From an optimization exercise on the open Yosys and OpenROAD flow, aimed at small area, a short achievable clock period and few clock cycles per item; shortcuts taken in it are not production practice. RTL that was checked went through simulation tests only; none was proved equivalent to the original. Power and IR drop assume default switching activity. The flow treats the clock pin as an ideal source, which a real chip does not have.

Design arp_cache, start of the top module:
module arp_cache (
  input  logic        clk,
  input  logic        rst,
  input  logic        req_valid,
  output logic        req_stall,
  input  logic        req_mode,
  input  logic [31:0] req_ip,
  input  logic [47:0] req_mac,
  output logic        rsp_valid,
  input  logic        rsp_stall,
  output logic        rsp_hit,
  output logic [47:0] rsp_mac
);
  arp_pkg::in_t  req;
  arp_pkg::out_t rsp;
  assign req.mode    = req_mode;
  assign req.ip_addr = req_ip;
  assign req.mac_in  = req_mac;
  assign rsp_hit     = rsp.hit;
  assign rsp_mac     = rsp.mac_out;
  arp_cache_table #(.ENTRIES(16)) u_table (
    .clk(clk), .rst(rst), .req_valid(req_valid), .req_stall(req_stall), .req(req),
    .rsp_valid(rsp_valid), .rsp_stall(rsp_stall), .rsp(rsp)
  );
endmodule
For scale: roughly 1500 flip-flops, roughly 54000 um2 of cells after synthesis.
==> module arp_cache_table, before the edit <==
module arp_cache_table #(
  parameter int ENTRIES = 16
) (
  input  logic clk,
  input  logic rst,
  input  logic req_valid,
  output logic req_stall,
  input  arp_pkg::in_t  req,
  output logic rsp_valid,
  input  logic rsp_stall,
  output arp_pkg::out_t rsp
);
  localparam int IDX_W = (ENTRIES > 1) ? $clog2(ENTRIES) : 1;
  logic                      v0;
  logic                      add0;
  logic [arp_pkg::IP_W-1:0]  ip0;
  logic [arp_pkg::MAC_W-1:0] mac0;
  logic [ENTRIES-1:0]        hit0;      
  logic [ENTRIES-1:0]        hit0_wr;   
  logic blocked;
  logic hold;
  logic accept;
  assign hold      = blocked && rsp_stall;
  assign req_stall = hold;
  assign accept    = req_valid && !hold;
  logic [ENTRIES-1:0]                      valid;
  logic [ENTRIES-1:0]                      match;
  logic [ENTRIES-1:0]                      wr_en;
  logic [ENTRIES-1:0][arp_pkg::MAC_W-1:0]  slot_mac;
  for (genvar i = 0; i < ENTRIES; i++) begin : g_slot
    arp_cell u_cell (
      .clk    (clk),
      .wr_en  (wr_en[i]),
      .wr_ip  (ip0),
      .wr_mac (mac0),
      .key    (req.ip_addr),
      .match  (match[i]),
      .mac    (slot_mac[i])
    );
  end
  logic               eq_prev;
  logic [ENTRIES-1:0] hit_in;
  assign eq_prev = (req.ip_addr == ip0);
  always_comb begin
    for (int i = 0; i < ENTRIES; i++) begin
      if (wr_en[i]) hit_in[i] = eq_prev;
      else          hit_in[i] = valid[i] && match[i];
    end
  end
  always_ff @(posedge clk) begin
    if (rst) begin
      v0 <= 1'b0;
    end else if (!hold) begin
      v0 <= accept;
    end
  end
  always_ff @(posedge clk) begin
    if (!hold) begin
      add0 <= req.mode;
      hit0 <= hit_in;
    end
  end
  always_ff @(posedge clk) begin
    ip0     <= req.ip_addr;
    mac0    <= req.mac_in;
    hit0_wr <= hit_in;
  end
  logic [ENTRIES-1:0] alloc;
  logic               full;
  logic               any_hit;
  logic               do_add;
  logic               adv;
  always_comb begin
    for (int i = 0; i < ENTRIES; i++) begin
      valid[i] = full;
      for (int j = i + 1; j < ENTRIES; j++) valid[i] = valid[i] || alloc[j];
    end
    any_hit = |hit0_wr;
    do_add  = v0 && add0;
    wr_en   = {ENTRIES{do_add}} & (hit0_wr | (any_hit ? '0 : alloc));
  end
  assign adv = do_add && !any_hit;
  always_ff @(posedge clk) begin
    if (rst) begin
      alloc <= ENTRIES'(1);
      full  <= 1'b0;
    end else if (adv) begin
      if (!full && alloc[ENTRIES-1]) begin
        full  <= 1'b1;
        alloc <= ENTRIES'(1) << (1 % ENTRIES);
      end else begin
        alloc <= {alloc[ENTRIES-2:0], alloc[ENTRIES-1]};
      end
    end
  end
  logic [arp_pkg::MAC_W-1:0] rd_mac;
  logic                      push;
  logic                      load_rsp;
  logic                      rv_next;
  always_comb begin
    rd_mac = '0;
    for (int i = 0; i < ENTRIES; i++) begin
      rd_mac = rd_mac | (slot_mac[i] & {arp_pkg::MAC_W{hit0[i]}});
    end
  end
  assign push     = v0 && !add0;
  assign load_rsp = !(rsp_valid && rsp_stall);
  assign rv_next  = load_rsp ? push : 1'b1;
  always_ff @(posedge clk) begin
    if (rst) begin
      rsp_valid <= 1'b0;
      blocked   <= 1'b0;
    end else begin
      rsp_valid <= rv_next;
      blocked   <= rv_next && (hold ? 1'b1 : (accept && req.mode == arp_pkg::MODE_LOOKUP));
    end
  end
  always_ff @(posedge clk) begin
    if (load_rsp) begin
      rsp.hit     <= |hit0;
      rsp.mac_out <= rd_mac;
    end
  end
endmodule
export LEC_CHECK = 0
export CAP_MARGIN = 20
export CORE_MARGIN = 2
export CORE_UTILIZATION = 70
export CTS_CLUSTER_DIAMETER = 100
export CTS_CLUSTER_SIZE = 30
export SETUP_SLACK_MARGIN = 2.6
export SLEW_MARGIN = 20
export TNS_END_PERCENT = 20
create_clock -name core_clock -period 5.0 [get_ports {clk}]
standard.sh (not shown) runs the stock make flow with config.mk's settings and CLKGATE_MAP_FILE= SYNTH_SCRIPT=/design/flow/synth_recipe.tcl, a recipe that flattens the netlist after the stock synthesis.
==> flow/flow/run.sh <==
#!/bin/bash
# layout flow: the standard flow with buf_2 port buffers, the input buffers of the
# high-fanout inputs upsized after global placement, and no dummy clock loads
export BUFFER_PORTS_ARGS="-buffer_cell sky130_fd_sc_hd__buf_2"
export POST_GLOBAL_PLACE_TCL="$(pwd)/flow/post_gp.tcl"
export CTS_ARGS="-sink_clustering_enable -repair_clock_nets -sink_clustering_size 30 -sink_clustering_max_diameter 100 -dont_use_dummy_load"
bash standard.sh > standard.log 2>&1
==> flow/flow/post_gp.tcl <==
# after global placement: upsize the port buffers of the inputs with many loads
# (req_ip feeds the compare of every slot; rsp_stall, req_valid and req_mode feed the hold logic)
set block [ord::get_db_block]
foreach bt [$block getBTerms] {
  set name [$bt getName]
  if {[string match "req_ip*" $name] || $name eq "rsp_stall" || $name eq "req_valid" || $name eq "req_mode"} {
    set net [$bt getNet]
    foreach it [$net getITerms] {
      set inst [$it getInst]
      if {[[$inst getMaster] getName] ne "sky130_fd_sc_hd__buf_8"} {
        puts "upsizing port buffer [$inst getName] of $name"
        replace_cell [$inst getName] sky130_fd_sc_hd__buf_8
      }
    }
  }
}
Change:
--- a/flow/design.v
+++ b/flow/design.v
@@ -47,10 +47,9 @@
   logic                      v0;
   logic                      add0;
   logic [arp_pkg::IP_W-1:0]  ip0;
   logic [arp_pkg::MAC_W-1:0] mac0;
-  logic [ENTRIES-1:0]        hit0;      
-  logic [ENTRIES-1:0]        hit0_wr;   
+  logic [ENTRIES-1:0]        hit0;
   logic blocked;
   logic hold;
   logic accept;
   assign hold      = blocked && rsp_stall;
@@ -93,37 +92,37 @@
       hit0 <= hit_in;
     end
   end
   always_ff @(posedge clk) begin
-    ip0     <= req.ip_addr;
-    mac0    <= req.mac_in;
-    hit0_wr <= hit_in;
+    ip0  <= req.ip_addr;
+    mac0 <= req.mac_in;
   end
+  logic [IDX_W-1:0]   alloc_idx;
+  logic               full;
   logic [ENTRIES-1:0] alloc;
-  logic               full;
   logic               any_hit;
   logic               do_add;
   logic               adv;
   always_comb begin
     for (int i = 0; i < ENTRIES; i++) begin
-      valid[i] = full;
-      for (int j = i + 1; j < ENTRIES; j++) valid[i] = valid[i] || alloc[j];
+      valid[i] = full || (alloc_idx > IDX_W'(i));
+      alloc[i] = (alloc_idx == IDX_W'(i));
     end
-    any_hit = |hit0_wr;
+    any_hit = |hit0;
     do_add  = v0 && add0;
-    wr_en   = {ENTRIES{do_add}} & (hit0_wr | (any_hit ? '0 : alloc));
+    wr_en   = {ENTRIES{do_add}} & (hit0 | (any_hit ? '0 : alloc));
   end
   assign adv = do_add && !any_hit;
   always_ff @(posedge clk) begin
     if (rst) begin
-      alloc <= ENTRIES'(1);
-      full  <= 1'b0;
+      alloc_idx <= '0;
+      full      <= 1'b0;
     end else if (adv) begin
-      if (!full && alloc[ENTRIES-1]) begin
-        full  <= 1'b1;
-        alloc <= ENTRIES'(1) << (1 % ENTRIES);
+      if (!full && alloc_idx == IDX_W'(ENTRIES - 1)) begin
+        full      <= 1'b1;
+        alloc_idx <= IDX_W'(1 % ENTRIES);
       end else begin
-        alloc <= {alloc[ENTRIES-2:0], alloc[ENTRIES-1]};
+        alloc_idx <= IDX_W'(alloc_idx + 1'b1);
       end
     end
   end
   logic [arp_pkg::MAC_W-1:0] rd_mac;
@@ -149,9 +148,9 @@
     end
   end
   always_ff @(posedge clk) begin
     if (load_rsp) begin
-      rsp.hit     <= |hit0;
+      rsp.hit     <= any_hit;
       rsp.mac_out <= rd_mac;
     end
   end
 endmodule
Critical path depth goes down by 1.
Routed wire length is lower by 4.0%.
Sequential cell count drops by 28.
Fmax came out higher by 7.7%.
Sequential power barely changes.
Via count shrinks by 4.1%.
Area after synthesis falls by 0.87%.
Clock-buffer cell count went down by 1.
Synthesized cell count shrinks by 1.1%.
Worst setup slack gets better by 190 ps.
Testbench counts after the change, summed over its fixed seeds: cycles 18,012, items 18,000.
No functional check of the RTL was part of the first run of this note.

[static timing again, ports no longer ideal]
No port has a modelled driver above. Below, the same layouts with a new extraction and two added sets of constraints.
Step 1 sets driving cells, clkbuf_16 on the clock port and buf_2 on the other inputs (assumed; they add their load-dependent delay and slew).
Step 2 times the ports against the registers' clock, not the clock port: input delays grow and output delays shrink by t, the midpoint of the rising clock arrivals with the driver on.
Slacks: no drivers / after step 1 / after step 2; pairs: no drivers / after step 1.
| run | t (ns) | setup WS [ns] | worst data-port slew with drivers (ns) |
|---|---|---|---|
| the first run | 0.727 | 2.319 / 2.339 / 1.612 | 0.07 |
| the second run | 0.726 | 2.510 / 2.510 / 1.827 | 0.10 |
After both steps setup and hold are still met in every run listed. The setup slack of the first run, which loses most, moves by +0.020 ns with the drivers and by -0.707 ns with both steps.
